This design comes from an exercise in tuning for small area on the open sky130 flow, not from production work. Function was checked by simulation only, so behaviour that the tests miss may differ from the original. Power and IR drop assume default switching activity.

==> build 20 <==
==> flow/design.v <==
module rv32i_aoi222 (
  input  logic a1, a2, b1, b2, c1, c2,
  output logic y
);
  assign y = ~((a1 & a2) | (b1 & b2) | (c1 & c2));
endmodule
module rv32i_aoi22 (
  input  logic a1, a2, b1, b2,
  output logic y
);
  assign y = ~((a1 & a2) | (b1 & b2));
endmodule
module rv32i_rd_slice (
  input  logic [31:0] d,
  input  logic [31:0] s,
  output logic        y
);
  logic [10:0] t;
  for (genvar k = 0; k < 10; k++) begin : g_aoi
    rv32i_aoi222 u_aoi (
      .a1(s[3*k]),   .a2(d[3*k]),
      .b1(s[3*k+1]), .b2(d[3*k+1]),
      .c1(s[3*k+2]), .c2(d[3*k+2]),
      .y (t[k])
    );
  end
  rv32i_aoi22 u_aoi_l (.a1(s[30]), .a2(d[30]), .b1(s[31]), .b2(d[31]), .y(t[10]));
  assign y = ~&t;
endmodule
module rv32i_and3 (
  input  logic a, b, c,
  output logic y
);
  assign y = a & b & c;
endmodule
module rv32i_rd_sel (
  input  logic [4:0]  raddr,
  input  logic        we,
  input  logic [4:0]  waddr,
  input  logic [31:1] valid,
  output logic [31:1] sel,
  output logic        byp
);
  logic [3:0] lo;
  logic [7:0] hi;
  assign byp = we && (waddr != 5'd0) && (waddr == raddr);
  for (genvar k = 0; k < 4; k++) begin : g_lo
    assign lo[k] = (raddr[1:0] == 2'(k));
  end
  for (genvar k = 0; k < 8; k++) begin : g_hi
    assign hi[k] = (raddr[4:2] == 3'(k)) && !byp;
  end
  for (genvar i = 1; i < 32; i++) begin : g_sel
    rv32i_and3 u_a (.a(lo[i % 4]), .b(hi[i / 4]), .c(valid[i]), .y(sel[i]));
  end
endmodule
module rv32i_wr_dec (
  input  logic        we,
  input  logic [4:0]  waddr,
  output logic [31:1] wsel
);
  for (genvar i = 1; i < 32; i++) begin : g_wsel
    assign wsel[i] = we && (waddr == 5'(i));
  end
endmodule
module rv32i_pc_inc (
  input  logic [31:0] pc,
  output logic [31:0] pc_plus4
);
  assign pc_plus4 = {pc[31:2] + 30'd1, pc[1:0]};
endmodule
module rv32i_alu_add (
  input  logic [31:0] a, b,
  input  logic        sub,
  output logic [31:0] p, g, s
);
  logic [31:0] bb;
  logic [32:0] c;
  assign bb  = b ^ {32{sub}};
  assign p   = a ^ bb;
  assign g   = a & bb;
  logic [31:0] gl [6];
  logic [31:0] pl [6];
  always_comb begin
    gl[0] = g;
    pl[0] = p;
    gl[0][0] = g[0] | (p[0] & sub);
    for (int l = 0; l < 5; l++) begin
      for (int i = 0; i < 32; i++) begin
        if (i[l]) begin
          gl[l+1][i] = gl[l][i] | (pl[l][i] & gl[l][((i >> l) << l) - 1]);
          pl[l+1][i] = pl[l][i] & pl[l][((i >> l) << l) - 1];
        end else begin
          gl[l+1][i] = gl[l][i];
          pl[l+1][i] = pl[l][i];
        end
      end
    end
  end
  assign c = {gl[5], sub};
  assign s = p ^ c[31:0];
endmodule
module rv32i_mux2i (
  input  logic a, b, s,
  output logic y
);
  assign y = ~(s ? b : a);
endmodule
module rv32i_aoi21 (
  input  logic a1, a2, b1,
  output logic y
);
  assign y = ~((a1 & a2) | b1);
endmodule
module rv32i_alu_shr (
  input  logic [31:0] a,
  input  logic [4:0]  sh,
  input  logic        left, fill,
  output logic [31:0] r
);
  logic [31:0] v [6];
  logic [4:0]  shn, fk;
  for (genvar i = 0; i < 32; i++) begin : g_rev
    rv32i_mux2i u_m (.a(a[i]), .b(a[31-i]), .s(left), .y(v[0][i]));
  end
  for (genvar l = 0; l < 5; l++) begin : g_st
    assign shn[l] = ~sh[l];
    assign fk[l]  = sh[l] & ((l % 2 == 0) ? ~fill : fill);
    for (genvar i = 0; i < 32; i++) begin : g_b
      if (i + (1 << l) < 32) begin : g_m
        rv32i_mux2i u_m (.a(v[l][i]), .b(v[l][i + (1 << l)]), .s(sh[l]), .y(v[l+1][i]));
      end else begin : g_f
        rv32i_aoi21 u_f (.a1(shn[l]), .a2(v[l][i]), .b1(fk[l]), .y(v[l+1][i]));
      end
    end
  end
  assign r = v[5];
endmodule
module rv32i_alu (
  input  logic [31:0] a,
  input  logic [31:0] b,
  input  logic [3:0]  op,
  input  logic        us,
  output logic [31:0] y,
  output logic        zero
);
  logic        sub;
  logic [31:0] p, g, s, r;
  assign sub = op[3] | (op == 4'd1);
  rv32i_alu_add u_add (.a(a), .b(b), .sub(sub), .p(p), .g(g), .s(s));
  logic lt;
  assign lt = p[31] ? s[31] : (us ? b[31] : a[31]);
  rv32i_alu_shr u_shr (.a(a), .sh(b[4:0]), .left(op == 4'd5), .fill((op == 4'd7) & a[31]), .r(r));
  logic sel_s, sel_p, sel_g, sel_b, sel_r, sel_l, sel_lt;
  assign sel_s  = (op == 4'd0) || (op == 4'd1) || (op >= 4'd10 && op <= 4'd13);
  assign sel_p  = (op == 4'd3) || (op == 4'd4);
  assign sel_g  = (op == 4'd2) || (op == 4'd3);
  assign sel_b  = (op == 4'd9);
  assign sel_r  = (op == 4'd6) || (op == 4'd7);
  assign sel_l  = (op == 4'd5);
  assign sel_lt = (op == 4'd8);
  logic [31:0] t1, t2;
  for (genvar i = 0; i < 32; i++) begin : g_y
    rv32i_aoi222 u_t1 (.a1(sel_s), .a2(s[i]), .b1(sel_p), .b2(p[i]), .c1(sel_g), .c2(g[i]), .y(t1[i]));
    rv32i_aoi222 u_t2 (.a1(sel_b), .a2(b[i]), .b1(sel_r), .b2(r[i]), .c1(sel_l), .c2(r[31-i]), .y(t2[i]));
    if (i == 0) begin : g_b0
      assign y[i] = ~(t1[i] & t2[i] & ~(sel_lt & lt));
    end else begin : g_bn
      assign y[i] = ~(t1[i] & t2[i]);
    end
  end
  logic z;
  assign z = (y == 32'd0);
  always_comb begin
    case (op)
      4'd11:        zero = !z;
      4'd12:        zero = lt;
      4'd13:        zero = !lt;
      4'd14, 4'd15: zero = 1'b0;
      default:      zero = z;
    endcase
  end
endmodule
module rv32i_datapath_core #(
  parameter int unsigned     XLEN     = 32,
  parameter logic [XLEN-1:0] RESET_PC = '0
) (
  input  logic            clk,
  input  logic            reset_ni,
  input  logic            pc_stall,
  input  logic [XLEN-1:0] pc_next,
  output logic [XLEN-1:0] pc,
  output logic [XLEN-1:0] pc_plus4,
  input  logic            rf_we,
  input  logic [4:0]      rf_waddr,
  input  logic [XLEN-1:0] rf_wdata,
  input  logic [4:0]      rf_raddr1,
  input  logic [4:0]      rf_raddr2,
  output logic [XLEN-1:0] rf_rdata1,
  output logic [XLEN-1:0] rf_rdata2,
  input  logic [XLEN-1:0] alu_a,
  input  logic [XLEN-1:0] alu_b,
  input  logic [3:0]      alu_op,
  input  logic            alu_us,
  output logic [XLEN-1:0] alu_y,
  output logic            alu_zero
);
  localparam int unsigned NREGS = 32;
  always_ff @(posedge clk or negedge reset_ni) begin
    if (!reset_ni) begin
      pc <= RESET_PC;
    end else if (!pc_stall) begin
      pc <= pc_next;
    end
  end
  rv32i_pc_inc u_pc_inc (.pc(pc), .pc_plus4(pc_plus4));
  logic [NREGS-1:1] wsel;
  logic [NREGS-1:1] valid;
  logic [XLEN-1:0]  regs [NREGS-1:1];
  rv32i_wr_dec u_wr_dec (.we(rf_we), .waddr(rf_waddr), .wsel(wsel));
  always_ff @(posedge clk or negedge reset_ni) begin
    if (!reset_ni) begin
      valid <= '0;
    end else begin
      valid <= valid | wsel;
    end
  end
  for (genvar i = 1; i < NREGS; i++) begin : g_word
    always_ff @(posedge clk) begin
      if (wsel[i]) begin
        regs[i] <= rf_wdata;
      end
    end
  end
  logic [NREGS-1:1] rsel1, rsel2;
  logic             byp1, byp2;
  rv32i_rd_sel u_rd_sel1 (.raddr(rf_raddr1), .we(rf_we), .waddr(rf_waddr), .valid(valid),
                          .sel(rsel1), .byp(byp1));
  rv32i_rd_sel u_rd_sel2 (.raddr(rf_raddr2), .we(rf_we), .waddr(rf_waddr), .valid(valid),
                          .sel(rsel2), .byp(byp2));
  for (genvar j = 0; j < XLEN; j++) begin : g_rd
    logic [31:0] d;
    assign d[0] = rf_wdata[j];
    for (genvar i = 1; i < NREGS; i++) begin : g_d
      assign d[i] = regs[i][j];
    end
    rv32i_rd_slice u_rd1 (.d(d), .s({rsel1, byp1}), .y(rf_rdata1[j]));
    rv32i_rd_slice u_rd2 (.d(d), .s({rsel2, byp2}), .y(rf_rdata2[j]));
  end
  rv32i_alu u_alu (.a(alu_a), .b(alu_b), .op(alu_op), .us(alu_us), .y(alu_y), .zero(alu_zero));
endmodule
==> flow/run.sh <==
#!/bin/bash
# synth_recipe.tcl (not shown) runs the flow's synth.tcl, then flattens the netlist and writes it again
# the make line also repeats each setting of config.mk as NAME=value (left out here)
make -C /OpenROAD-flow-scripts/flow DESIGN_CONFIG=/design/flow/config.mk WORK_HOME=/design/flow/orfs CLKGATE_MAP_FILE= SYNTH_SCRIPT=/design/flow/synth_recipe.tcl finish
==> flow/config.mk <==
export PLATFORM = sky130hd
export DESIGN_NAME = rv32i_datapath_core
export DESIGN_NICKNAME = rv32i_datapath_core
export VERILOG_FILES = /design/flow/design.v
export SDC_FILE = /design/flow/constraint.sdc
export NUM_CORES = 4
export LEC_CHECK = 0
export CAP_MARGIN = 5
export CORE_MARGIN = 2
export CORE_UTILIZATION = 40
export CTS_BUF_LIST = sky130_fd_sc_hd__clkbuf_4 sky130_fd_sc_hd__clkbuf_8
export CTS_CLUSTER_DIAMETER = 50
export CTS_CLUSTER_SIZE = 16
export PLACE_DENSITY = 0.75
export SETUP_SLACK_MARGIN = 0.3
export SLEW_MARGIN = 5
export SYNTH_HIERARCHICAL = 1
==> flow/constraint.sdc <==
create_clock -name core_clock -period 8.0 [get_ports {clk}]
set_input_delay 1.6000 -clock core_clock [delete_from_list [all_inputs] [get_ports {clk}]]
set_output_delay 1.6000 -clock core_clock [all_outputs]
set_load 0.01 [all_outputs]
==> build 71: changes against build 20 <==
==> flow/design.v, changed modules only <==
module rv32i_ha (
  input  logic a, b,
  output logic s, c
);
  assign s = a ^ b;
  assign c = a & b;
endmodule
module rv32i_pc_inc (
  input  logic [31:0] pc,
  output logic [31:0] pc_plus4
);
  logic [4:0] ao, ci;
  logic [30:2] c;
  for (genvar k = 0; k < 5; k++) begin : g_grp
    assign ao[k] = &pc[2+6*k +: 6];
  end
  assign ci[0] = 1'b1;
  for (genvar k = 1; k < 5; k++) begin : g_ci
    assign ci[k] = ci[k-1] & ao[k-1];
  end
  for (genvar k = 0; k < 5; k++) begin : g_rip
    for (genvar i = 0; i < 6; i++) begin : g_b
      localparam int B = 2 + 6*k + i;
      if (i == 0) begin : g_f
        if (k == 0) begin : g_0
          assign pc_plus4[B] = ~pc[B];
          assign c[B] = pc[B];
        end else begin : g_n
          rv32i_ha u_ha (.a(pc[B]), .b(ci[k]), .s(pc_plus4[B]), .c(c[B]));
        end
      end else if (B == 31) begin : g_t
        assign pc_plus4[B] = pc[B] ^ c[B-1];
      end else begin : g_r
        rv32i_ha u_ha (.a(pc[B]), .b(c[B-1]), .s(pc_plus4[B]), .c(c[B]));
      end
    end
  end
  assign pc_plus4[1:0] = pc[1:0];
endmodule
module rv32i_oai21 (
  input  logic a1, a2, b1,
  output logic y
);
  assign y = ~((a1 | a2) & b1);
endmodule
module rv32i_alu_shr (
  input  logic [31:0] a,
  input  logic [4:0]  sh,
  input  logic        left, fill,
  output logic [31:0] r
);
  logic [31:0] v [6];
  logic [4:0]  fk;
  for (genvar i = 0; i < 32; i++) begin : g_rev
    rv32i_mux2i u_m (.a(a[i]), .b(a[31-i]), .s(left), .y(v[0][i]));
  end
  for (genvar l = 0; l < 5; l++) begin : g_st
    assign fk[l]  = ~(sh[l] & ((l % 2 == 0) ? fill : ~fill));
    for (genvar i = 0; i < 32; i++) begin : g_b
      if (i + (1 << l) < 32) begin : g_m
        rv32i_mux2i u_m (.a(v[l][i]), .b(v[l][i + (1 << l)]), .s(sh[l]), .y(v[l+1][i]));
      end else begin : g_f
        rv32i_oai21 u_f (.a1(sh[l]), .a2(v[l][i]), .b1(fk[l]), .y(v[l+1][i]));
      end
    end
  end
  assign r = v[5];
endmodule
// module rv32i_aoi21 removed
==> flow/flow/run.sh (new file) <==
#!/bin/bash
# Standard ORFS layout (the standard.sh, standard synthesis unchanged) with:
# - port buffers of the smallest buffer cell instead of ORFS's default pick;
# - clock tree from clkbuf_4/clkbuf_8 with small sink clusters, without dummy
#   balancing loads.
set -euo pipefail
bash standard.sh \
  "BUFFER_PORTS_ARGS=-buffer_cell sky130_fd_sc_hd__buf_1" \
  "CTS_ARGS=-sink_clustering_enable -repair_clock_nets -dont_use_dummy_load -buf_list {sky130_fd_sc_hd__clkbuf_4 sky130_fd_sc_hd__clkbuf_8} -sink_clustering_size 16 -sink_clustering_max_diameter 50" \
  finish > standard.log 2>&1
==> flow/standard.sh (new file) <==
#!/bin/bash
# synth_recipe.tcl (not shown) runs the flow's synth.tcl, then flattens the netlist and writes it again
# the make line also repeats each setting of config.mk as NAME=value (left out here)
make -C /OpenROAD-flow-scripts/flow DESIGN_CONFIG=/design/flow/config.mk WORK_HOME=/design/flow/orfs CLKGATE_MAP_FILE= SYNTH_SCRIPT=/design/flow/synth_recipe.tcl "${@:-finish}"
- CTS_BUF_LIST: sky130_fd_sc_hd__clkbuf_4 sky130_fd_sc_hd__clkbuf_8 -> not set
- CTS_CLUSTER_DIAMETER: 50 -> not set
- CTS_CLUSTER_SIZE: 16 -> not set
removed: flow/run.sh
==> notes <==
- Of build 71 and build 20, build 71 has the higher setup slack (gap 0.13 ns).
- Of build 20 and build 71, build 20 has the higher critical path depth (gap 2).
- Between build 71 and build 20, the lower worst hold slack is in build 71 (gap 0.0076 ns).
- Sequential cell count is the same in build 71 and build 20.
- Between build 20 and build 71, the lower final area is in build 71 (gap about 8%, measured against build 71).
- In build 71 the global-route usage is lower than in build 20, by 1.4 points.
- Against build 20, the sequential share of layout area of build 71 is higher by 4.2 points.
- In build 71 the final cell count is lower than in build 20, by 5.0%.
- In build 71 the count of clock-buffer cells in the layout is lower than in build 20, by 13.
==> figures <==
	build 20	build 71
R2R setup slack	7.11 ns	7.15 ns
Average routed wire per standard cell	34.7 µm	34.5 µm
Sequential-to-total area share from yosys stat	66.4%	66.8%
Largest driver fanout on the critical path	4	6
Layout inverter count without the clock tree	23	25
Vias per Instance	7.43	7.52
Flip-flop and latch power	6.23 mW	6.22 mW
Layout multi-input combinational cell count	1802	1759
Reported leakage power	19.0 nW	17.2 nW
Share of layout cells above drive strength 1	20.8%	15.5%
Number of gates on the worst path with buffers counted	24	22
Pre-CTS setup slack	-0.472 ns	0.181 ns
Cell type of the slowest stage on the worst timing path	sky130_fd_sc_hd__a222oi_1	sky130_fd_sc_hd__fa_1
Adder-cell share of the synthesized area	1.09%	1.81%
Iteration-0 DRC Markers	9760	8685
Share of power burned in registers	56.8%	61.0%
Outcome	finished clean	finished clean
Setup slack of the critical path after layout	0.266 ns	0.397 ns
Syn_nets	3090	3074

[afterwards: timing with drivers on the ports]
The flow's constraints put no driver on any port. The routed layouts listed below were extracted and timed again, unchanged, in two steps. Step 1: set_driving_cell puts a clkbuf_16 on clk and a buf_2 on each other input, an assumption about the parent block. Step 2 adds t to the input delays and takes it off the output delays; t is the mean of the earliest and latest rising clock arrival at the registers after step 1. Input paths then give back, and output paths get back, about the clock's delay inside the block. a / b / c = ideal ports / drivers / drivers and shift; a / b = the first two.
run | t (ns) | setup WS [ns] | worst register clock-pin slew, ns
build 20 | 0.810 | 0.266 / 0.240 / 0.240 | 0.11 / 0.11
build 71 | 0.780 | 0.397 / 0.363 / 0.363 | 0.11 / 0.11
After both steps every run listed still meets setup and hold. For build 71, which loses most, drivers alone change the setup slack by -0.034 ns; drivers and shift together by -0.034 ns.
